What follows belongs to an exercise in optimizing a design on an open flow for small area; a production flow would make more cautious choices.
The RTL was checked by simulation tests, not by an equivalence proof against the original design.
Power is estimated from default activity; no workload was simulated. The clock port is modelled as an ideal driver; clocking choices that lean on that would not hold on a real chip.

`design/flow/design.v`:
```
module mc_aoi222 (input logic a1, a2, b1, b2, c1, c2, output logic y);
  assign y = ~((a1 & a2) | (b1 & b2) | (c1 & c2));
endmodule
module mc_nand2 (input logic a, b, output logic y);
  assign y = ~(a & b);
endmodule
module mc_nand4 (input logic a, b, c, d, output logic y);
  assign y = ~(a & b & c & d);
endmodule
module mc_or3 (input logic a, b, c, output logic y);
  assign y = a | b | c;
endmodule
module mc_nor2 (input logic a, b, output logic y);
  assign y = ~(a | b);
endmodule
module mc_xor2 (input logic a, b, output logic y);
  assign y = a ^ b;
endmodule
module mc_sel32 (input logic [31:0] d, input logic [31:0] s, output logic y);
  logic [11:0] p;
  logic [2:0]  q;
  for (genvar k = 0; k < 10; k++) begin : g
    mc_aoi222 u (.a1(d[3*k]), .a2(s[3*k]), .b1(d[3*k+1]), .b2(s[3*k+1]),
                 .c1(d[3*k+2]), .c2(s[3*k+2]), .y(p[k]));
  end
  mc_nand2 u10 (.a(d[30]), .b(s[30]), .y(p[10]));
  mc_nand2 u11 (.a(d[31]), .b(s[31]), .y(p[11]));
  mc_nand4 n0 (.a(p[0]), .b(p[1]), .c(p[2]),  .d(p[3]),  .y(q[0]));
  mc_nand4 n1 (.a(p[4]), .b(p[5]), .c(p[6]),  .d(p[7]),  .y(q[1]));
  mc_nand4 n2 (.a(p[8]), .b(p[9]), .c(p[10]), .d(p[11]), .y(q[2]));
  mc_or3   o0 (.a(q[0]), .b(q[1]), .c(q[2]), .y(y));
endmodule
module mc_csum_bit (input logic q, d, acc, clr, output logic y);
  logic n, x;
  mc_nand2 u0 (.a(d), .b(acc), .y(n));
  mc_xor2  u1 (.a(q), .b(n), .y(x));
  mc_nor2  u2 (.a(clr), .b(x), .y(y));
endmodule
module microcode_dualbank #(
  parameter int NUM_ADDRESS_LINES = 5,
  parameter int NUM_WORDS         = 32,
  parameter int NUM_STATE_BITS    = 4,
  parameter int NUM_CONTROL_BITS  = 32,
  parameter int STATE_CAPTURE_BIT = NUM_ADDRESS_LINES,
  parameter int READ_LATENCY      = 0,
  parameter int WORD_W            = NUM_CONTROL_BITS + 2*NUM_STATE_BITS
) (
  input  logic                         clk,
  input  logic                         rst,
  input  logic [NUM_ADDRESS_LINES-1:0] address,
  input  logic                         load_start,
  input  logic                         load_valid,
  input  logic [WORD_W-1:0]            load_data,
  output logic                         load_ready,
  input  logic                         swap_req,
  output logic                         loaded,
  output logic [WORD_W-1:0]            load_csum,
  output logic                         active_bank,
  output logic                         ready,
  output logic [NUM_CONTROL_BITS-1:0]  ctl_out,
  output logic [NUM_ADDRESS_LINES-1:0] jadr,
  output logic [NUM_STATE_BITS-1:0]    states
);
  localparam int AW = NUM_ADDRESS_LINES;
  localparam int SB = NUM_STATE_BITS;
  localparam int CW = NUM_CONTROL_BITS;
  localparam int CB = STATE_CAPTURE_BIT;
  localparam int SW = CW - 1 + 7;
  logic [AW-1:0] ptr;
  logic          accept;
  logic          shift;
  logic          swap;
  assign accept = ~load_start & load_valid & load_ready;
  assign swap   = ~load_start & loaded & (~ready | swap_req);
  assign shift  = load_valid & load_ready;
  always_ff @(posedge clk) begin
    if (rst) begin
      ptr        <= '0;
      load_ready <= 1'b0;
      loaded     <= 1'b0;
    end else if (load_start) begin
      ptr        <= '0;
      load_ready <= 1'b1;
      loaded     <= 1'b0;
    end else begin
      if (accept) begin
        ptr       <= ptr + 1'b1;
        if (&ptr) begin
          load_ready <= 1'b0;
          loaded     <= 1'b1;
        end
      end
      if (swap) loaded <= 1'b0;
    end
  end
  logic [WORD_W-1:0] csum_next;
  logic              csum_clr;
  assign csum_clr = rst | load_start;
  for (genvar b = 0; b < WORD_W; b++) begin : g_csum
    mc_csum_bit u (.q(load_csum[b]), .d(load_data[b]), .acc(accept), .clr(csum_clr),
                   .y(csum_next[b]));
  end
  always_ff @(posedge clk) load_csum <= csum_next;
  function automatic logic [SW-1:0] encode(input logic [WORD_W-1:0] w);
    logic [CW-1:0] c;
    logic [SB-1:0] m, v;
    logic [1:0]    x;
    logic [4:0]    g;
    c = w[WORD_W-1:2*SB];
    m = w[2*SB-1:SB];
    v = w[SB-1:0];
    x = c[CB] ? {m[3], m[3] & v[3]} : 2'b01;
    if (m[0] & v[0] & m[1] & v[1]) begin
      g = {2'b01, 1'b0, m[2], m[2] & v[2]};
    end else begin
      g[4:3] = {m[2], m[2] & v[2]};
      case ({m[0], m[1]})
        2'b00:   g[2:0] = 3'b000;
        2'b10:   g[2:0] = {2'b10, v[0]};
        2'b01:   g[2:0] = {2'b01, v[1]};
        default: g[2:0] = v[0] ? 3'b001 : {2'b11, v[1]};
      endcase
    end
    encode = {c[CW-1:CB+1], c[CB-1:0], x, g};
  endfunction
  logic [SW-1:0] shadow [NUM_WORDS];
  logic [SW-1:0] active [NUM_WORDS];
  always_ff @(posedge clk) begin
    if (shift) begin
      shadow[0] <= encode(load_data);
      for (int i = 1; i < NUM_WORDS; i++) shadow[i] <= shadow[i-1];
    end
  end
  always_ff @(posedge clk) begin
    if (swap)
      for (int k = 0; k < NUM_WORDS; k++) active[k] <= shadow[NUM_WORDS-1-k];
  end
  logic [SW-1:0] rd;
  logic          cap;
  logic [SB-1:0] state_mask;
  logic [SB-1:0] state_value;
  logic [NUM_WORDS-1:0] sel;
  always_comb for (int k = 0; k < NUM_WORDS; k++) sel[k] = (address == AW'(k));
  for (genvar b = 0; b < SW; b++) begin : g_rd
    logic [NUM_WORDS-1:0] col;
    for (genvar k = 0; k < NUM_WORDS; k++) begin : g_col
      assign col[k] = active[k][b];
    end
    mc_sel32 u_sel (.d(col), .s(sel), .y(rd[b]));
  end
  wire [1:0] x   = rd[6:5];
  wire [4:0] g   = rd[4:0];
  wire       esc = ~g[4] & g[3];
  assign cap            = x[1] | ~x[0];
  assign state_mask[3]  = x[1];
  assign state_value[3] = x[0];
  assign state_mask[2]  = esc ? g[1] : g[4];
  assign state_value[2] = esc ? g[0] : g[3];
  assign state_mask[0]  = esc | g[2] | (~g[1] & g[0]);
  assign state_value[0] = esc | (g[0] & ~(g[2] & g[1]));
  assign state_mask[1]  = esc | g[1] | (~g[2] & g[0]);
  assign state_value[1] = esc | (g[0] & (g[1] | g[2]));
  assign ctl_out = {rd[SW-1:7+CB], cap, rd[7+CB-1:7]};
  assign jadr    = ctl_out[AW-1:0];
  always_ff @(posedge clk) begin
    if (rst) begin
      active_bank <= 1'b0;
      ready       <= 1'b0;
      states      <= '0;
    end else if (swap) begin
      active_bank <= ~active_bank;
      ready       <= 1'b1;
      states      <= '0;
    end else if (ready && cap) begin
      states <= (states & ~state_mask) | (state_value & state_mask);
    end
  end
endmodule
```
`design/flow/flow/run.sh`:
```
#!/bin/bash
# Layout flow: the standard ORFS flow with two changes that only save cell area:
#  - clock tree synthesis without dummy loads, with sinks clustered up to 30 to a leaf buffer;
#  - every input and output port is still buffered, but with the smallest buffer cell.
# Synthesis is the standard one (standard.sh runs it unchanged).
set -euo pipefail
bash standard.sh \
  "CTS_ARGS=-sink_clustering_enable -repair_clock_nets -dont_use_dummy_load -sink_clustering_size 30 -sink_clustering_max_diameter 100" \
  "BUFFER_PORTS_ARGS=-buffer_cell sky130_fd_sc_hd__buf_1" \
  finish > flow_standard.log 2>&1
```
`design/flow/standard.sh`:
```
#!/bin/bash
# synth_recipe.tcl (not shown) runs the flow's synth.tcl, then flattens the netlist and writes it again
# the make line also repeats each setting of config.mk as NAME=value (left out here)
make -C /OpenROAD-flow-scripts/flow DESIGN_CONFIG=/design/flow/config.mk WORK_HOME=/design/flow/orfs CLKGATE_MAP_FILE= SYNTH_SCRIPT=/design/flow/synth_recipe.tcl "${@:-finish}"
```
`design/flow/config.mk`:
```
export PLATFORM = sky130hd
export DESIGN_NAME = microcode_dualbank
export DESIGN_NICKNAME = microcode_dualbank
export VERILOG_FILES = /design/flow/design.v
export SDC_FILE = /design/flow/constraint.sdc
export NUM_CORES = 4
export LEC_CHECK = 0
export CAP_MARGIN = 20
export CORE_MARGIN = 2
export CORE_UTILIZATION = 70
export PLACE_DENSITY = 0.8
export SLEW_MARGIN = 20
export SYNTH_HIERARCHICAL = 1
```
`design/flow/constraint.sdc`:
```
create_clock -name core_clock -period 7.0 [get_ports {clk}]
set_input_delay 1.4000 -clock core_clock [delete_from_list [all_inputs] [get_ports {clk}]]
set_output_delay 1.4000 -clock core_clock [all_outputs]
set_load 0.01 [all_outputs]
```
==> flow_summary.json, run 1 <==
{
  "cts_hold_buf": 0,
  "layout_common_cells": "2432 x edfxtp_1, 380 x a222oi_1, 134 x buf_1",
  "crit_start": "address[4]",
  "drive_above_1_share_pct": 5.702,
  "async_flop_share_pct": 0,
  "fin_crit_ns": 6.202,
  "worstPathArrival_ns": 4.80,
  "cts_resized": 0,
  "grt_max_degree": 164,
  "antenna_found_initial": 11,
  "portBuffers": 134,
  "ys.flop_type": "edfxtp_1",
  "cts_made_buffers": 93,
  "yosysWarningCount": 9,
  "routed-via-count": 35670,
  "slew_headroom_pct": 22.25,
  "num-nets-final": 3684,
  "post-cts-setup-buffer-count": 0,
  "cp.required_ns": 5.60,
  "htreeDepth": 3,
  "fill_cells": 5640,
  "max_slew.worst_pin.slew_ns": 1.163,
  "r2r_slack_ns": 3.96,
  "end_kind": "output port",
  "timing.final.crit_share_pct": 88.60,
  "start_util_pct": 70.57,
  "postSynthCellCount": 3372,
  "ys_types": 35,
  "grt_pass1_wl_um": 222200,
  "power_leakage_nw": 26.10,
  "wl_per_cell_um": 29.41,
  "drc": 0,
  "core_mm2": 0.1143,
  "design_area_mm2": 0.08618,
  "p_total_mw": 23.49,
  "critPathKind": "in -> out",
  "clk_transition_reported_paths_ns": 0.10,
  "fin_skew_ns": 0.07743,
  "first_global_vias": 34860,
  "dp.final_hpwl_um": 88600,
  "pre_cts_ws_ns": 0.9157,
  "finalHoldViolations": 0,
  "fmax_ghz": 0.1612,
  "dp_cells": 5049,
  "r2r_end": "active[19][19]$_DFFE_PP_",
  "min_path_type": "reg -> reg",
  "drv_slew": 0,
  "worst_slack_ns": 0.7979,
  "reg2regPathDepth": 4,
  "min_path_cells": 0,
  "synth_area_mm2": 0.08070,
  "yosysSeqAreaShare_pct": 91.81,
  "root_buffer": "clkbuf_16",
  "die_w_um": 343.5,
  "holdPathEnd": "active[0][9]$_DFFE_PP_",
  "layout_commonest_cell": "edfxtp_1",
  "syn_area_per_cell_um2": 23.93,
  "setup_viol": 0,
  "track_usage_pct": 25.67,
  "io-pin-count": 135,
  "ir_drop_v": 0.0002056,
  "die_y_um": 343.5,
  "wirelength_um": 151300,
  "overflow": 0,
  "worstSkewPairLatency_ns": 0.73,
  "avgViaCountPerCell": 6.936,
  "stdcell_count": 5143,
  "rsz0062_at_grt": "false",
  "cp-start-kind": "input port",
  "cts.sinks": 2485,
  "die_area_mm2": 0.1180,
  "ys_seq_elements": 2485,
  "gp_routability_congestion": 0.7987,
  "synth_nets": 3424,
  "r2r-start": "ready$_SDFFE_PP0P_",
  "cts_tree": "built",
  "row_count": 124,
  "cp_max_fo": 22,
  "dr.first_iter.drc_count": 6727,
  "place_area_mm2": 0.08385,
  "synth-edff-count": 2432,
  "maxCapViolCount": 0,
  "syn2layout_area_growth_pct": 6.796,
  "fin_tns_setup_ns": 0,
  "antenna_left": 0,
  "firstDrtPassIters": 10,
  "min_from": "shadow[31][9]$_DFFE_PP_",
  "clk_path_buf_depth": 3,
  "outcome": "timing/DRC/antenna clean",
  "power.density_mw_per_mm2": 272.5
}
Yosys cell counts (4+ instances only):
| cell | number | area, um^2 |
|---|---|---|
| a21oi_1 | 13 | 65.06 |
| nand4_1 | 115 | 719.4 |
| clkbuf_1 | 4 | 15.01 |
| nand2_1 | 130 | 488.0 |
| a222oi_1 | 380 | 3804 |
| xor2_1 | 42 | 367.9 |
| nor2b_1 | 6 | 37.54 |
| nand3_1 | 6 | 30.03 |
| or3_1 | 40 | 250.2 |
| buf_4 | 37 | 277.8 |
| dfxtp_1 | 53 | 1061 |
| edfxtp_1 | 2432 | 73030 |
| nand2b_1 | 4 | 25.02 |
| nor2_1 | 77 | 289.0 |
modules after synthesis, one instance, submodules excluded, excerpt:
module,cell area [um^2],flip-flops and latches
mc_xor2,8.758,0
mc_nor2,3.754,0
microcode_dualbank,75010,2485
mc_nand4,6.256,0
mc_nand2,3.754,0
mc_aoi222,10.01,0
mc_or3,6.256,0
flip-flops by register name, indices dropped and copies added (netlist names), named ones only:
signal and flops:
active 1216, shadow 1216, load_csum 40, ptr 5
active_bank 1, load_ready 1, loaded 1, ready 1
worst max path at each step:
| stage | endpoint | cells after the start | slack (ns) |
|---|---|---|---|
| 6_report | ctl_out[31] | 8 | 0.80 |
| 5_1_grt | ctl_out[31] | 8 | 0.69 |
| 4_1_cts | ctl_out[31] | 8 | 0.73 |
| 3_5_place_dp | ctl_out[31] | 8 | 0.92 |
| 3_3_place_gp | ctl_out[31] | 8 | 1.13 |
| 2_1_floorplan | shadow[0][0]$_DFFE_PP_ | 2 | -13.20 |
metrics by stage:
stage	utilization, %	hold WS, ns
floorplan	-	0.4003
global placement	73.33	0.4013
detailed placement	73.33	0.4045
CTS	75.37	0.3472
global route	75.37	0.3705
finish	75.37	0.3443
logic make-up after synthesis:
logic type / share of synthesized area, %
AO/OA/AOI/OAI: 4.904
XOR/XNOR: 0.4558
adder cells (fa/ha/maj): 0.03101
buffers and inverters: 0.3830
flip-flops: 91.81
AND/OR/NAND/NOR: 2.411
layer usage:
metal | up-vias | part of all wire, % | track usage [%]
met5 | - | 0.0073 | 0
met2 | 2346 | 49 | 40.66
li1 | 14970 | - | -
met3 | 237 | 11 | 4.277
met1 | 18120 | 38 | 38.46
met4 | 2 | 2.3 | 6.796
critical path, stage by stage:
cell and delay, ns:
buf_1 0.22, nand2b_1 0.75, nor2_4 0.32, buf_4 0.35, a222oi_1 0.50, nand4_1 0.50
or3_1 0.56, buf_1 0.15
final cells by class:
type	count	area, um^2	share of cell area [%]
antenna	1	2.502	0.002904
clock buffer	93	2327	2.700
inverter	3	15.01	0.01742
multi-input combinational	842	6551	7.602
sequential	2485	74090	85.97
tap	1512	1892	2.195
timing repair buffer	207	1301	1.510
report_power, final:
| part | leakage, nW | total [mW] | switching, mW | internal, mW |
|---|---|---|---|---|
| Combinational | 2.35 | 0.518 | 0.403 | 0.114 |
| Sequential | 22.6 | 16.7 | 0.128 | 16.5 |
| Clock | 1.15 | 6.32 | 3.92 | 2.40 |
| Total | 26.1 | 23.5 | 4.45 | 19.0 |
==> run 2: changes to the inputs <==
--- a/design/flow/config.mk
+++ b/design/flow/config.mk
@@ -7,7 +7,7 @@
 export LEC_CHECK = 0
 export CAP_MARGIN = 20
 export CORE_MARGIN = 2
-export CORE_UTILIZATION = 70
-export PLACE_DENSITY = 0.8
+export CORE_UTILIZATION = 74
+export PLACE_DENSITY = 0.82
 export SLEW_MARGIN = 20
 export SYNTH_HIERARCHICAL = 1
==> run 2 against run 1 <==
Critical path depth rose by 1. Sequential share of layout area rose by 0.23 points. Count of clock-buffer cells in the layout shrank 1. Total power is 0.63% higher. Die area fell by 5.3%. Critical path type unchanged. Largest cell class unchanged. Largest power group unchanged. Highest routed layer unchanged.
==> flow_summary.json, run 2 <==
{
  "yosysWarningCount": 9,
  "clk_transition_reported_paths_ns": 0.12,
  "synth_top_area_share_pct": 90.50,
  "maxCapViolCount": 0,
  "layout_commonest_cell": "edfxtp_1",
  "synth_top_area_cell": "edfxtp_1",
  "die_w_um": 334.2,
  "setup_viol": 0,
  "fill_cells": 4681,
  "cp.required_ns": 5.60,
  "portBuffers": 134,
  "dp_cells": 4946,
  "min_path_type": "reg -> reg",
  "slowest_delay_ns": 0.77,
  "first_global_vias": 37000,
  "firstDrtPassIters": 11,
  "num-nets-final": 3678,
  "power_leakage_nw": 26.05,
  "overflow": 0,
  "cp_slowest_cell": "nand2b_1",
  "reg2regPathDepth": 4,
  "critPathTopFamily": "simple AND/OR/NAND/NOR gates",
  "r2r-start": "ready$_SDFFE_PP0P_",
  "outcome": "timing/DRC/antenna clean",
  "wl_per_cell_um": 33.42,
  "critPathKind": "in -> out",
  "cts_resized": 0,
  "die_y_um": 334.2,
  "cts_hold_buf": 0,
  "dp.final_hpwl_um": 89840,
  "fmax_ghz": 0.1619,
  "worstPathArrival_ns": 4.78,
  "p_total_mw": 23.64,
  "synthTopCellsByArea": "edfxtp_1 91%, a222oi_1 4.7%, dfxtp_1 1.3%, nand4_1 0.89%, nand2_1 0.60%",
  "pre_cts_ws_ns": 1.025,
  "post-cts-setup-buffer-count": 0,
  "layout_common_cells": "2432 x edfxtp_1, 380 x a222oi_1, 134 x buf_1",
  "crit_buf_inv": 3,
  "io-pin-count": 135,
  "syn_area_per_cell_um2": 23.93,
  "cts.sinks": 2485,
  "rsz0062_at_grt": "false",
  "end_kind": "output port",
  "crit_top_cell": "buf_1",
  "synth_nets": 3424,
  "syn2layout_area_growth_pct": 6.517,
  "r2r_slack_ns": 3.96,
  "synth-edff-count": 2432,
  "root_buffer": "clkbuf_16",
  "worst_slack_ns": 0.8228,
  "cp-start-kind": "input port",
  "cts_made_buffers": 92,
  "fin_skew_ns": 0.03914,
  "crit_chain": "buf_1 > nand2b_1 > nor2_4 > a222oi_1 > nand4_1 > or3_1 > nor2b_1 > inv_1 > buf_1",
  "drc": 0,
  "ys.flop_type": "edfxtp_1",
  "antenna_left": 0,
  "synth_commonest_cells": "2432 x edfxtp_1, 380 x a222oi_1, 130 x nand2_1, 115 x nand4_1, 77 x nor2_1",
  "drv_slew": 0,
  "synth_area_mm2": 0.08070,
  "synth_most_common_cell": "edfxtp_1",
  "postSynthCellCount": 3372,
  "yosysSeqAreaShare_pct": 91.81,
  "avgViaCountPerCell": 7.411,
  "fin_tns_setup_ns": 0,
  "start_util_pct": 74.34,
  "crit_end": "ctl_out[5]",
  "timing.final.crit_share_pct": 88.25,
  "htreeDepth": 3,
  "row_count": 121,
  "cts_tree": "built",
  "drive_above_1_share_pct": 5.546,
  "die_area_mm2": 0.1117,
  "r2r_end": "active[25][7]$_DFFE_PP_",
  "ys_seq_elements": 2485,
  "largestRegisters": "active: 1216 flops, shadow: 1216 flops, load_csum: 40 flops",
  "path_depth": 9,
  "grt_max_degree": 201,
  "finalHoldViolations": 0,
  "track_usage_pct": 30.35,
  "grt_pass1_wl_um": 245000,
  "power.density_mw_per_mm2": 275.0,
  "crit_start": "address[4]",
  "fin_crit_ns": 6.177,
  "stdcell_count": 5045,
  "max_slew.worst_pin.slew_ns": 1.118,
  "min_path_cells": 0,
  "gp_routability_congestion": 0.8035,
  "routed-via-count": 37390,
  "core_mm2": 0.1086,
  "antenna_found_initial": 21,
  "async_flop_share_pct": 0,
  "worstSkewPairLatency_ns": 0.72,
  "clk_path_buf_depth": 3,
  "place_area_mm2": 0.08364,
  "design_area_mm2": 0.08595,
  "wirelength_um": 168600,
  "dr.first_iter.drc_count": 7920,
  "ir_drop_v": 0.0002611,
  "ys_types": 35,
  "slew_headroom_pct": 25.44,
  "cp_max_fo": 23
}
[run 2: per-stage QoR]
stage | hold slack [ns] | utilization [%]
floorplan | 0.4003 | -
global placement | 0.4029 | 77.00
detailed placement | 0.4054 | 77.05
CTS | 0.4058 | 79.17
global route | 0.3990 | 79.18
finish | 0.4040 | 79.18
[run 2: layer usage]
layer	routed length (um)	global-route usage, %	vias to the layer above
met5	48	0	-
met4	5783	11.13	8
met3	21070	6.262	404
met2	83780	49.24	3296
met1	57910	42.05	18740
li1	-	-	14940
[run 2: worst reg2reg max path, cell delays in order (launching register included)]
cell and delay, ns:
dfxtp_1 0.48, nor2b_1 0.28, nor2_4 0.84, buf_12 0.50
buf_12 0.50
[run 2: worst min-delay path by stage]
stage | end | from | slack [ns]
2_1_floorplan | active[0][0]$_DFFE_PP_ | shadow[31][0]$_DFFE_PP_ | 0.40
3_3_place_gp | active[0][33]$_DFFE_PP_ | shadow[31][33]$_DFFE_PP_ | 0.40
3_5_place_dp | active[0][31]$_DFFE_PP_ | shadow[31][31]$_DFFE_PP_ | 0.41
4_1_cts | active[0][30]$_DFFE_PP_ | shadow[31][30]$_DFFE_PP_ | 0.41
5_1_grt | active[0][30]$_DFFE_PP_ | shadow[31][30]$_DFFE_PP_ | 0.40
6_report | active[0][30]$_DFFE_PP_ | shadow[31][30]$_DFFE_PP_ | 0.40
[run 2: cells by family after synthesis]
family          share of synthesized area (%)
xor+xnor                               0.4558
flops                                   91.81
compound gates                          4.904
simple gates                            2.411
fa+ha+maj                             0.03101
buf+inv                                0.3830
[run 2: Yosys stat by module, one instance, submodules excluded, excerpt]
| module | flops+latches | cells inside | cell area, um^2 | copies in the design |
|---|---|---|---|---|
| mc_or3 | 0 | 1 | 6.256 | 38 |
| mc_xor2 | 0 | 1 | 8.758 | 40 |
| microcode_dualbank | 2485 | 2644 | 75010 | 1 |
| mc_aoi222 | 0 | 1 | 10.01 | 380 |
| mc_nand4 | 0 | 1 | 6.256 | 114 |
| mc_nor2 | 0 | 1 | 3.754 | 40 |
| mc_nand2 | 0 | 1 | 3.754 | 116 |
[run 2: where the power goes]
group	total [mW]	internal, mW	leakage, nW	switching, mW
Sequential	16.7	16.5	22.6	0.146
Combinational	0.528	0.112	2.31	0.416
Clock	6.43	2.38	1.13	4.05
[run 2: area by class of cell]
cell class / count / area [um^2] / area share [%]
Sequential cell: 2485 / 74090 / 86.20
Multi-Input combinational cell: 842 / 6551 / 7.622
Clock buffer: 92 / 2302 / 2.678
Tap cell: 1414 / 1769 / 2.058
Timing Repair Buffer: 202 / 1209 / 1.406
Antenna cell: 7 / 17.52 / 0.02038
Inverter: 3 / 15.01 / 0.01747
==> run 3: changes to the inputs <==
--- a/design/flow/design.v
+++ b/design/flow/design.v
@@ -29,6 +29,9 @@
   mc_nand4 n1 (.a(p[4]), .b(p[5]), .c(p[6]),  .d(p[7]),  .y(q[1]));
   mc_nand4 n2 (.a(p[8]), .b(p[9]), .c(p[10]), .d(p[11]), .y(q[2]));
   mc_or3   o0 (.a(q[0]), .b(q[1]), .c(q[2]), .y(y));
+endmodule
+module mc_dec32 (input logic [4:0] a, output logic [31:0] s);
+  always_comb for (int k = 0; k < 32; k++) s[k] = (a == 5'(k));
 endmodule
 module mc_csum_bit (input logic q, d, acc, clr, output logic y);
   logic n, x;
@@ -139,14 +142,18 @@
   logic          cap;
   logic [SB-1:0] state_mask;
   logic [SB-1:0] state_value;
-  logic [NUM_WORDS-1:0] sel;
-  always_comb for (int k = 0; k < NUM_WORDS; k++) sel[k] = (address == AW'(k));
+  localparam int RD_GROUP = 10;
+  localparam int RD_DECS  = (SW + RD_GROUP - 1) / RD_GROUP;
+  logic [NUM_WORDS-1:0] sel [RD_DECS];
+  for (genvar g = 0; g < RD_DECS; g++) begin : g_dec
+    mc_dec32 u_dec (.a(address), .s(sel[g]));
+  end
   for (genvar b = 0; b < SW; b++) begin : g_rd
     logic [NUM_WORDS-1:0] col;
     for (genvar k = 0; k < NUM_WORDS; k++) begin : g_col
       assign col[k] = active[k][b];
     end
-    mc_sel32 u_sel (.d(col), .s(sel), .y(rd[b]));
+    mc_sel32 u_sel (.d(col), .s(sel[b / RD_GROUP]), .y(rd[b]));
   end
   wire [1:0] x   = rd[6:5];
   wire [4:0] g   = rd[4:0];
--- a/design/flow/config.mk
+++ b/design/flow/config.mk
@@ -7,7 +7,7 @@
 export LEC_CHECK = 0
 export CAP_MARGIN = 20
 export CORE_MARGIN = 2
-export CORE_UTILIZATION = 74
-export PLACE_DENSITY = 0.82
+export CORE_UTILIZATION = 70
+export PLACE_DENSITY = 0.8
 export SLEW_MARGIN = 20
 export SYNTH_HIERARCHICAL = 1
==> run 3 against run 2 <==
Still clean. Fmax shrank 1.5%. Total power fell by 0.91%. Wire length down 18%. Clock power down 2%. Critical endpoint unchanged. Largest cell class unchanged. Largest power group unchanged.
==> flow_summary.json, run 3 <==
{
  "firstDrtPassIters": 12,
  "ys.flop_type": "edfxtp_1",
  "met3_usage_pct": 3.414,
  "row_count": 125,
  "overflow": 0,
  "fmax_ghz": 0.1595,
  "power_leakage_nw": 26.19,
  "yosysWarningCount": 13,
  "slowest_delay_ns": 0.72,
  "grt-busiest-layer": "met2",
  "dp_cells": 5172,
  "drive_above_1_share_pct": 4.598,
  "synth_most_common_cell": "edfxtp_1",
  "dr.first_iter.drc_count": 5743,
  "clk_transition_reported_paths_ns": 0.10,
  "wl_per_cell_um": 26.16,
  "ys_types": 35,
  "cts_resized": 0,
  "core_mm2": 0.1157,
  "wirelength_um": 137800,
  "ir_drop_v": 0.0002819,
  "critPathKind": "in -> out",
  "hold_slack_ns": 0.3898,
  "fin_tns_setup_ns": 0,
  "cts_tree": "built",
  "end_kind": "output port",
  "cp-start-kind": "input port",
  "die_y_um": 344.9,
  "layout_commonest_cell": "edfxtp_1",
  "synth-edff-count": 2432,
  "use_met1_pct": 32.44,
  "syn2layout_area_growth_pct": 6.218,
  "num-nets-final": 3795,
  "syn_area_per_cell_um2": 23.17,
  "use_met2_pct": 38.99,
  "crit_chain": "buf_1 > buf_4 > nand2b_1 > nor2_1 > a222oi_1 > nand4_1 > or3_1 > nor2b_1 > inv_1 > buf_1",
  "cp_max_fo": 10,
  "min_path_type": "reg -> reg",
  "post-cts-setup-buffer-count": 0,
  "timing.final.crit_share_pct": 89.56,
  "finalHoldViolations": 0,
  "synthTopCellsByArea": "edfxtp_1 90%, a222oi_1 4.7%, dfxtp_1 1.3%, nand4_1 0.88%, nor2_1 0.79%",
  "setup_viol": 0,
  "clk_path_buf_depth": 3,
  "synth_area_mm2": 0.08137,
  "track_usage_pct": 23.07,
  "root_buffer": "clkbuf_16",
  "cp.required_ns": 5.60,
  "largestRegisters": "active: 1216 flops, shadow: 1216 flops, load_csum: 40 flops",
  "synth_top_area_share_pct": 89.75,
  "outcome": "timing/DRC/antenna clean",
  "die_w_um": 344.9,
  "cts_made_buffers": 93,
  "die_area_mm2": 0.1190,
  "crit_top_cell": "buf_1",
  "fill_cells": 6052,
  "cp_slowest_cell": "buf_1",
  "rsz0062_at_grt": "false",
  "power.density_mw_per_mm2": 271.0,
  "cts.sinks": 2485,
  "worstSkewPairLatency_ns": 0.71,
  "max_slew.worst_pin.slew_ns": 1.071,
  "htreeDepth": 3,
  "gp_routability_congestion": 0.8648,
  "drv_slew": 0,
  "avgViaCountPerCell": 6.635,
  "maxCapViolCount": 0,
  "slew_headroom_pct": 28.42,
  "drc": 0,
  "postSynthCellCount": 3512,
  "stdcell_count": 5268,
  "first_global_vias": 34260,
  "fin_crit_ns": 6.269,
  "yosysSeqAreaShare_pct": 91.06,
  "antenna_found_initial": 9,
  "grt_pass1_wl_um": 204600,
  "grt_max_degree": 183,
  "io-pin-count": 135,
  "antenna_left": 0,
  "worstPathArrival_ns": 4.87,
  "ys_seq_elements": 2485,
  "synth_nets": 3564,
  "layout_common_cells": "2432 x edfxtp_1, 380 x a222oi_1, 171 x nor2_1",
  "multiInputGateArea_mm2": 0.006950,
  "dp.final_hpwl_um": 87090,
  "portBuffers": 134,
  "fin_skew_ns": 0.03798,
  "async_flop_share_pct": 0,
  "cts_hold_buf": 0,
  "synth_top_area_cell": "edfxtp_1",
  "seqCellArea_mm2": 0.07409,
  "routed-via-count": 34950,
  "synth_commonest_cells": "2432 x edfxtp_1, 380 x a222oi_1, 172 x nor2_1, 132 x nand2_1, 115 x nand4_1",
  "start_util_pct": 70.31
}
[run 3: cell types whose count changed in the layout (fill, tap and decap cells not counted), sizes merged]
cell,change
nand2b,+6
nand2,+2
or3b,+10
nand3b,+9
or3,+3
nor2,+95
buf,-18
nand3,+3
clkbuf,+4
or2,+3
diode,-4
[run 3: critical path: cells and delay by family]
kind                   cells  cell delay [ns]
buffers and inverters      4             1.42
AOI/OAI and AO/OA          1             0.38
and+or+nand+nor            5             1.65
[run 3: stage by stage]
step                      cell area (um^2)  util (%)  power [mW]  setup WS (ns)
after global placement               84090     72.66       17.45         0.8210
after CTS                            86420     74.67       23.55         0.8600
after floorplan                      81390         -       17.48         -13.20
after global routing                 86430     74.68       24.05         0.6258
after detailed placement             84090     72.66       17.49         0.8651
final                                86430     74.68       23.42         0.7307
[run 3: worst paths after layout]
path	cells after the start	end	from	slack [ns]
setup / recovery	10	ctl_out[5]	address[4]	0.73
hold / removal	0	active[0][20]$_DFFE_PP_	shadow[31][20]$_DFFE_PP_	0.39
setup reg to reg	4	active[2][20]$_DFFE_PP_	ready$_SDFFE_PP0P_	4.09
hold reg to reg	0	active[0][20]$_DFFE_PP_	shadow[31][20]$_DFFE_PP_	0.39
[run 3: where the power goes]
group / switching [mW] / internal (mW) / total [mW]
clock: 3.87 / 2.40 / 6.27
combinational: 0.390 / 0.122 / 0.513
sequential: 0.121 / 16.5 / 16.6
total: 4.38 / 19.0 / 23.4
[run 3: area by class of cell]
class	instances	area share, %
sequential	2485	85.72
clock buffer	93	2.693
multi-input combinational	973	8.042
tap	1524	2.206
inverter	3	0.01737
timing repair buffer	187	1.309
antenna	3	0.008686
[run 3: cell families (layout without fill, tap and decap cells)]
| logic type | count (synthesis) | count (layout) | share of synthesized area, % |
|---|---|---|---|
| other cells | 0 | 3 | 0 |
| buf+inv | 54 | 283 | 0.4213 |
| flops | 2485 | 2485 | 91.06 |
| compound gates | 405 | 405 | 4.864 |
| xor+xnor | 42 | 42 | 0.4521 |
| fa+ha+maj | 2 | 2 | 0.03075 |
| simple gates | 524 | 524 | 3.177 |
[run 3: routing by layer]
layer	up-vias	wire (um)
li1	15350	-
met4	2	3024
met3	198	10870
met2	1533	70350
met1	17870	53530
met5	-	13
[run 3: per-module statistics from Yosys (local to each module, per instance), excerpt]
module	cell area [um^2]	times used
mc_xor2	8.758	40
microcode_dualbank	74790	1
mc_dec32	221.5	4
mc_nor2	3.754	40
mc_aoi222	10.01	380
mc_nand2	3.754	116
mc_or3	6.256	38
mc_nand4	6.256	114
==> run 4: changes to the inputs <==
--- a/design/flow/design.v
+++ b/design/flow/design.v
@@ -29,9 +29,6 @@
   mc_nand4 n1 (.a(p[4]), .b(p[5]), .c(p[6]),  .d(p[7]),  .y(q[1]));
   mc_nand4 n2 (.a(p[8]), .b(p[9]), .c(p[10]), .d(p[11]), .y(q[2]));
   mc_or3   o0 (.a(q[0]), .b(q[1]), .c(q[2]), .y(y));
-endmodule
-module mc_dec32 (input logic [4:0] a, output logic [31:0] s);
-  always_comb for (int k = 0; k < 32; k++) s[k] = (a == 5'(k));
 endmodule
 module mc_csum_bit (input logic q, d, acc, clr, output logic y);
   logic n, x;
@@ -142,18 +139,14 @@
   logic          cap;
   logic [SB-1:0] state_mask;
   logic [SB-1:0] state_value;
-  localparam int RD_GROUP = 10;
-  localparam int RD_DECS  = (SW + RD_GROUP - 1) / RD_GROUP;
-  logic [NUM_WORDS-1:0] sel [RD_DECS];
-  for (genvar g = 0; g < RD_DECS; g++) begin : g_dec
-    mc_dec32 u_dec (.a(address), .s(sel[g]));
-  end
+  logic [NUM_WORDS-1:0] sel;
+  always_comb for (int k = 0; k < NUM_WORDS; k++) sel[k] = (address == AW'(k));
   for (genvar b = 0; b < SW; b++) begin : g_rd
     logic [NUM_WORDS-1:0] col;
     for (genvar k = 0; k < NUM_WORDS; k++) begin : g_col
       assign col[k] = active[k][b];
     end
-    mc_sel32 u_sel (.d(col), .s(sel[b / RD_GROUP]), .y(rd[b]));
+    mc_sel32 u_sel (.d(col), .s(sel), .y(rd[b]));
   end
   wire [1:0] x   = rd[6:5];
   wire [4:0] g   = rd[4:0];
==> design/flow/flow/run.sh (replaced) <==
#!/bin/bash
# Layout flow: the standard ORFS flow with two changes that only save cell area:
#  - clock tree synthesis without dummy loads, with sinks clustered up to 17 to a leaf clkbuf_8;
#  - every input and output port is still buffered, but with the smallest buffer cell.
# Synthesis is the standard one (standard.sh runs it unchanged).
set -euo pipefail
bash standard.sh \
  "CTS_ARGS=-sink_clustering_enable -repair_clock_nets -dont_use_dummy_load -sink_clustering_size 17 -sink_clustering_max_diameter 80 -buf_list sky130_fd_sc_hd__clkbuf_8" \
  "BUFFER_PORTS_ARGS=-buffer_cell sky130_fd_sc_hd__buf_1" \
  finish > flow_standard.log 2>&1
==> run 4 against run 3 <==
Count of clock-buffer cells in the layout up 71. Sequential power about the same. Fmax up 1.5%. Highest routed layer unchanged. Die area down 0.82%. Clock skew up 0.021 ns. Clock power down 4.0%. Combinational power about the same. Sequential share of layout area up 0.31 points. Via count up 0.63%.
==> flow_summary.json, run 4 <==
{
  "cts.sinks": 2485,
  "yosysSeqAreaShare_pct": 91.81,
  "design_area_mm2": 0.08612,
  "grt_pass1_wl_um": 211700,
  "synthTopCellsByArea": "edfxtp_1 91%, a222oi_1 4.7%, dfxtp_1 1.3%, nand4_1 0.89%, nand2_1 0.60%",
  "yosysWarningCount": 9,
  "first_global_vias": 34530,
  "worstPathArrival_ns": 4.78,
  "cts_made_buffers": 164,
  "routed-via-count": 35170,
  "timing.final.crit_share_pct": 88.26,
  "postSynthCellCount": 3372,
  "p_sw_share_pct": 19.13,
  "synth_top_area_cell": "edfxtp_1",
  "place_area_mm2": 0.08385,
  "layout_commonest_cell": "edfxtp_1",
  "seqPwrFrac_pct": 71.8,
  "htreeDepth": 4,
  "power_switching_mw": 4.434,
  "layout_common_cells": "2432 x edfxtp_1, 380 x a222oi_1, 164 x clkbuf_8",
  "cp-start-kind": "input port",
  "intPower_mw": 18.74,
  "p_total_mw": 23.18,
  "syn2layout_area_growth_pct": 6.715,
  "worstSkewPairLatency_ns": 0.89,
  "syn_area_per_cell_um2": 23.93,
  "cp.required_ns": 5.60,
  "ys_types": 35,
  "largestRegisters": "active: 1216 flops, shadow: 1216 flops, load_csum: 40 flops",
  "clk_path_buf_depth": 3,
  "dp_cells": 5049,
  "multiInputGateArea_mm2": 0.006551,
  "wirelength_um": 143800,
  "dr.first_iter.drc_count": 6078,
  "antenna_left": 0,
  "async_flop_share_pct": 0,
  "firstDrtPassIters": 10,
  "post-cts-setup-buffer-count": 0,
  "stdcell_count": 5216,
  "die_w_um": 343.5,
  "synth_commonest_cells": "2432 x edfxtp_1, 380 x a222oi_1, 130 x nand2_1, 115 x nand4_1, 77 x nor2_1",
  "cts_tree": "built",
  "avgViaCountPerCell": 6.743,
  "die_area_mm2": 0.1180,
  "start_util_pct": 70.57,
  "die_y_um": 343.5,
  "synth_nets": 3424,
  "antenna_found_initial": 16,
  "num-nets-final": 3755,
  "wl_per_cell_um": 27.56,
  "fill_cells": 5591,
  "power_leakage_nw": 26.13,
  "ys_seq_elements": 2485,
  "row_count": 124,
  "drc": 0,
  "ys.flop_type": "edfxtp_1",
  "synth_top_area_share_pct": 90.50,
  "hold_slack_ns": 0.4097,
  "overflow": 0,
  "track_usage_pct": 24.49,
  "gp_routability_congestion": 0.7987,
  "cts_hold_buf": 0,
  "cp_max_fo": 22,
  "synth-edff-count": 2432,
  "end_kind": "output port",
  "min_path_type": "reg -> reg",
  "maxCapViolCount": 0,
  "cts_resized": 0,
  "synth_area_mm2": 0.08070,
  "portBuffers": 134,
  "rsz0062_at_grt": "false",
  "grt_max_degree": 164,
  "clk_transition_reported_paths_ns": 0.10,
  "core_mm2": 0.1143,
  "power.density_mw_per_mm2": 269.1,
  "p_comb_share_pct": 2.2,
  "ir_drop_v": 0.0001940,
  "fin_skew_ns": 0.05921,
  "drv_slew": 0,
  "seqCellArea_mm2": 0.07409,
  "fmax_ghz": 0.1619,
  "max_slew.worst_pin.slew_ns": 1.122,
  "setup_viol": 0,
  "critPathKind": "in -> out",
  "slew_headroom_pct": 25.01,
  "io-pin-count": 135,
  "outcome": "timing/DRC/antenna clean",
  "synth_most_common_cell": "edfxtp_1",
  "fin_crit_ns": 6.178,
  "dp.final_hpwl_um": 88600,
  "finalHoldViolations": 0,
  "fin_tns_setup_ns": 0,
  "p_clk_share_pct": 26.0,
  "root_buffer": "clkbuf_8",
  "drive_above_1_share_pct": 7.511
}
## run 4: changes by cell type after synthesis, moves of 6 or more
cell	delta
clkbuf_1	-9
nand2b_1	-6
nand3b_1	-9
nor2_1	-95
or3b_4	-12
## run 4: through the flow
step / setup slack [ns] / utilization, %
after CTS: 0.9119 / 75.31
after global placement: 1.135 / 73.33
final: 0.8218 / 75.31
after floorplan: -13.20 / -
after global routing: 0.6834 / 75.31
after detailed placement: 0.9157 / 73.33
## run 4: critical path, cell delays in order
cell      delay, ns
buf_1          0.20
nand2b_1       0.72
nor2_4         0.33
buf_4          0.35
a222oi_1       0.44
nand4_1        0.56
or3_1          0.60
buf_1          0.15
## run 4: cell type report
cell class                      instances  share of cell area (%)
Sequential cell                      2485                   86.04
Multi-Input combinational cell        842                   7.608
Clock buffer                          164                   2.621
Tap cell                             1512                   2.197
Timing Repair Buffer                  207                   1.511
Inverter                                3                 0.01744
Antenna cell                            3                0.008718
## run 4: routing by layer
| layer | global-route usage [%] | vias up | share of wire (%) |
|---|---|---|---|
| li1 | - | 15080 | - |
| met1 | 36.76 | 17810 | 40 |
| met5 | 0 | - | 0.030 |
| met3 | 5.819 | 229 | 11 |
| met4 | 7.187 | 6 | 2.3 |
| met2 | 37.09 | 2043 | 47 |
## run 4: modules after synthesis (local to each module, per instance), excerpt
module | copies in the design | cells inside | flops+latches | cell area, um^2
mc_nor2 | 40 | 1 | 0 | 3.754
mc_nand2 | 116 | 1 | 0 | 3.754
mc_xor2 | 40 | 1 | 0 | 8.758
microcode_dualbank | 1 | 2644 | 2485 | 75010
mc_aoi222 | 380 | 1 | 0 | 10.01
mc_or3 | 38 | 1 | 0 | 6.256
mc_nand4 | 114 | 1 | 0 | 6.256
## run 4: final timing paths
check | start | end | slack [ns] | depth (start not counted)
min | shadow[23][32]$_DFFE_PP_ | active[8][32]$_DFFE_PP_ | 0.41 | 0
min reg2reg | shadow[23][32]$_DFFE_PP_ | active[8][32]$_DFFE_PP_ | 0.41 | 0
max | address[4] | ctl_out[31] | 0.82 | 8
max reg2reg | ready$_SDFFE_PP0P_ | active[22][11]$_DFFE_PP_ | 3.98 | 4
## run 4: power by group through the flow
stage	registers, mW	logic, mW	clock network (mW)
after global routing	16.7	0.548	6.56
after detailed placement	17.0	0.513	0
after CTS	16.6	0.513	6.13
after floorplan	17.2	0.299	0
after global placement	16.9	0.500	0
final	16.6	0.512	6.02
## run 4: kinds of logic (layout without fill, tap and decap cells)
kind of cell | Yosys count | after routing | share of synthesized area, %
other cells | 0 | 3 | 0
simple gates | 393 | 393 | 2.411
fa+ha+maj | 2 | 2 | 0.03101
xor+xnor | 42 | 42 | 0.4558
buf+inv | 45 | 374 | 0.3830
flops | 2485 | 2485 | 91.81
compound gates | 405 | 405 | 4.904
==> run 5: changes to the inputs <==
--- a/design/flow/config.mk
+++ b/design/flow/config.mk
@@ -7,7 +7,7 @@
 export LEC_CHECK = 0
 export CAP_MARGIN = 20
 export CORE_MARGIN = 2
-export CORE_UTILIZATION = 70
-export PLACE_DENSITY = 0.8
+export CORE_UTILIZATION = 74
+export PLACE_DENSITY = 0.82
 export SLEW_MARGIN = 20
 export SYNTH_HIERARCHICAL = 1
==> run 5 against run 4 <==
Fmax grew 0.97%. Clock skew up 0.0013 ns. Via count is 2.3% higher. Utilization rose by 3.9 points. Still clean on timing, DRC and antenna. Cell area fell by 0.21%. Largest cell class unchanged. Total power increased by 0.11%.
==> flow_summary.json, run 5 <==
{
  "antenna_found_initial": 19,
  "pre_cts_ws_ns": 1.025,
  "syn_area_per_cell_um2": 23.93,
  "cp-start-kind": "input port",
  "die_area_mm2": 0.1117,
  "synth_commonest_cells": "2432 x edfxtp_1, 380 x a222oi_1, 130 x nand2_1, 115 x nand4_1, 77 x nor2_1",
  "maxCapViolCount": 0,
  "cts_resized": 0,
  "finalHoldViolations": 0,
  "synth_nets": 3424,
  "worst_slack_ns": 0.8810,
  "row_count": 121,
  "stdcell_count": 5116,
  "syn2layout_area_growth_pct": 6.489,
  "setup_viol": 0,
  "p_comb_share_pct": 2.2,
  "postSynthCellCount": 3372,
  "firstDrtPassIters": 10,
  "max_slew.worst_pin.slew_ns": 1.099,
  "yosysSeqAreaShare_pct": 91.81,
  "power_leakage_nw": 26.10,
  "synthTopCellsByArea": "edfxtp_1 91%, a222oi_1 4.7%, dfxtp_1 1.3%, nand4_1 0.89%, nand2_1 0.60%",
  "wirelength_um": 149300,
  "largestRegisters": "active: 1216 flops, shadow: 1216 flops, load_csum: 40 flops",
  "end_kind": "output port",
  "rsz0062_at_grt": "false",
  "worstSkewPairLatency_ns": 0.88,
  "outcome": "timing/DRC/antenna clean",
  "ys_types": 35,
  "portBuffers": 134,
  "gp_routability_congestion": 0.8035,
  "p_sw_share_pct": 19.20,
  "first_global_vias": 35610,
  "drc": 0,
  "cp.required_ns": 5.60,
  "drv_slew": 0,
  "slew_headroom_pct": 26.73,
  "root_buffer": "clkbuf_8",
  "timing.final.crit_share_pct": 87.41,
  "dp_cells": 4946,
  "die_w_um": 334.2,
  "layout_commonest_cell": "edfxtp_1",
  "die_y_um": 334.2,
  "post-cts-setup-buffer-count": 0,
  "power.density_mw_per_mm2": 270.0,
  "grt_pass1_wl_um": 217600,
  "fin_tns_setup_ns": 0,
  "fin_crit_ns": 6.119,
  "p_clk_share_pct": 26.0,
  "synth_area_mm2": 0.08070,
  "num-nets-final": 3751,
  "min_path_type": "reg -> reg",
  "drive_above_1_share_pct": 7.411,
  "clk_transition_reported_paths_ns": 0.10,
  "dp.final_hpwl_um": 89840,
  "async_flop_share_pct": 0,
  "grt_max_degree": 201,
  "ys_seq_elements": 2485,
  "seqPwrFrac_pct": 71.8,
  "start_util_pct": 74.34,
  "synth_most_common_cell": "edfxtp_1",
  "io-pin-count": 135,
  "fin_skew_ns": 0.06048,
  "clk_path_buf_depth": 3,
  "fmax_ghz": 0.1634,
  "intPower_mw": 18.74,
  "fill_cells": 4658,
  "cts_hold_buf": 0,
  "avgViaCountPerCell": 7.035,
  "cp_max_fo": 21,
  "core_mm2": 0.1086,
  "worstPathArrival_ns": 4.72,
  "htreeDepth": 4,
  "yosysWarningCount": 9,
  "ys.flop_type": "edfxtp_1",
  "critPathKind": "in -> out",
  "power_switching_mw": 4.456,
  "synth-edff-count": 2432,
  "wl_per_cell_um": 29.19,
  "layout_common_cells": "2432 x edfxtp_1, 380 x a222oi_1, 164 x clkbuf_8",
  "dr.first_iter.drc_count": 7238,
  "cts_made_buffers": 164,
  "antenna_left": 0,
  "cts.sinks": 2485,
  "cts_tree": "built",
  "ir_drop_v": 0.0001969,
  "track_usage_pct": 26.53,
  "routed-via-count": 35990,
  "overflow": 0,
  "synth_top_area_cell": "edfxtp_1",
  "synth_top_area_share_pct": 90.50,
  "p_total_mw": 23.20
}
[run 5: power groups by stage]
| stage | Clock, mW | Combinational (mW) | Sequential, mW |
|---|---|---|---|
| 6_report | 6.03 | 0.512 | 16.7 |
| 5_1_grt | 6.54 | 0.543 | 16.7 |
| 4_1_cts | 6.09 | 0.507 | 16.6 |
| 3_5_place_dp | 0 | 0.506 | 17.0 |
| 3_3_place_gp | 0 | 0.483 | 16.9 |
| 2_1_floorplan | 0 | 0.299 | 17.2 |
[run 5: final cells by class]
cell class | count | area, um^2 | area share [%]
clock buffer | 164 | 2257 | 2.627
timing repair buffer | 203 | 1236 | 1.439
tap | 1414 | 1769 | 2.059
inverter | 3 | 15.01 | 0.01747
multi-input combinational | 842 | 6551 | 7.624
sequential | 2485 | 74090 | 86.22
antenna | 5 | 12.51 | 0.01456
[run 5: logic make-up (layout without fill, tap and decap cells)]
kind of cell / after synthesis / in the layout / share of synthesized area [%]
flip-flops: 2485 / 2485 / 91.81
AO/OA/AOI/OAI: 405 / 405 / 4.904
other: 0 / 5 / 0
AND/OR/NAND/NOR: 393 / 393 / 2.411
adder cells (fa/ha/maj): 2 / 2 / 0.03101
XOR/XNOR: 42 / 42 / 0.4558
buffers and inverters: 45 / 370 / 0.3830
[run 5: critical path, stage by stage]
cell and delay (ns):
buf_1 0.15, nand2b_1 0.71, nor2_4 0.35, a222oi_1 0.49, nand4_1 0.26, or3_1 0.48
nor2b_1 0.42, inv_1 0.25, buf_1 0.19
[run 5: path summary, 6_finish.rpt]
path,from,endpoint,slack [ns],cells after the start
max reg2reg,ready$_SDFFE_PP0P_,active[30][7]$_DFFE_PP_,4.07,4
max,address[4],ctl_out[5],0.88,9
min,shadow[31][20]$_DFFE_PP_,active[0][20]$_DFFE_PP_,0.38,0
min reg2reg,shadow[31][20]$_DFFE_PP_,active[0][20]$_DFFE_PP_,0.38,0
[run 5: through the flow]
stage               utilization [%]  hold slack [ns]  instance area [um^2]
floorplan                         -           0.4003                 80710
global placement              77.00           0.4029                 83590
detailed placement            77.05           0.4054                 83640
CTS                           79.13           0.3880                 85890
global route                  79.16           0.3972                 85930
finish                        79.16           0.3817                 85930
[run 5: metal layers]
layer,vias up,wire (um),GRT usage (%),part of all wire [%]
li1,15070,-,-,-
met1,18100,55600,38.68,37
met2,2560,72530,41.86,49
met3,264,17530,5.369,12
met4,4,3625,8.405,2.4
met5,-,26,0,0.017
[run 5: modules after synthesis (local to each module, per instance), a selection]
| module | flip-flops and latches | cells | area, um^2 | times used |
|---|---|---|---|---|
| mc_nand4 | 0 | 1 | 6.256 | 114 |
| mc_aoi222 | 0 | 1 | 10.01 | 380 |
| mc_xor2 | 0 | 1 | 8.758 | 40 |
| microcode_dualbank | 2485 | 2644 | 75010 | 1 |
| mc_nand2 | 0 | 1 | 3.754 | 116 |
| mc_nor2 | 0 | 1 | 3.754 | 40 |
| mc_or3 | 0 | 1 | 6.256 | 38 |

port drivers added, routing unchanged:
The results above use ideal ports. As a check the final layouts listed here were re-extracted and re-timed, cells and wires unchanged.
Step 1 assumes that a clkbuf_16 drives the clock port and a buf_2 every other input.
Step 2 times the ports against the registers' clock, not the clock port: input delays grow and output delays shrink by t, the midpoint of the rising clock arrivals with the driver on.
Slacks: ideal / step 1 / step 2; pairs: ideal / step 1.
| run | t (ns) | setup WS [ns] | worst setup path after step 2 |
|---|---|---|---|
| run 1 | 0.764 | 0.798 / 0.767 / 0.767 | input to output |
| run 2 | 0.780 | 0.823 / 0.721 / 0.721 | input to output |
| run 3 | 0.764 | 0.731 / 0.695 / 0.695 | input to output |
| run 4 | 0.933 | 0.822 / 0.790 / 0.790 | input to output |
| run 5 | 0.901 | 0.881 / 0.798 / 0.798 | input to output |
After both steps setup and hold are still met in every run listed. The setup slack of run 2, which loses most, moves by -0.102 ns with the drivers and by -0.102 ns with both steps.
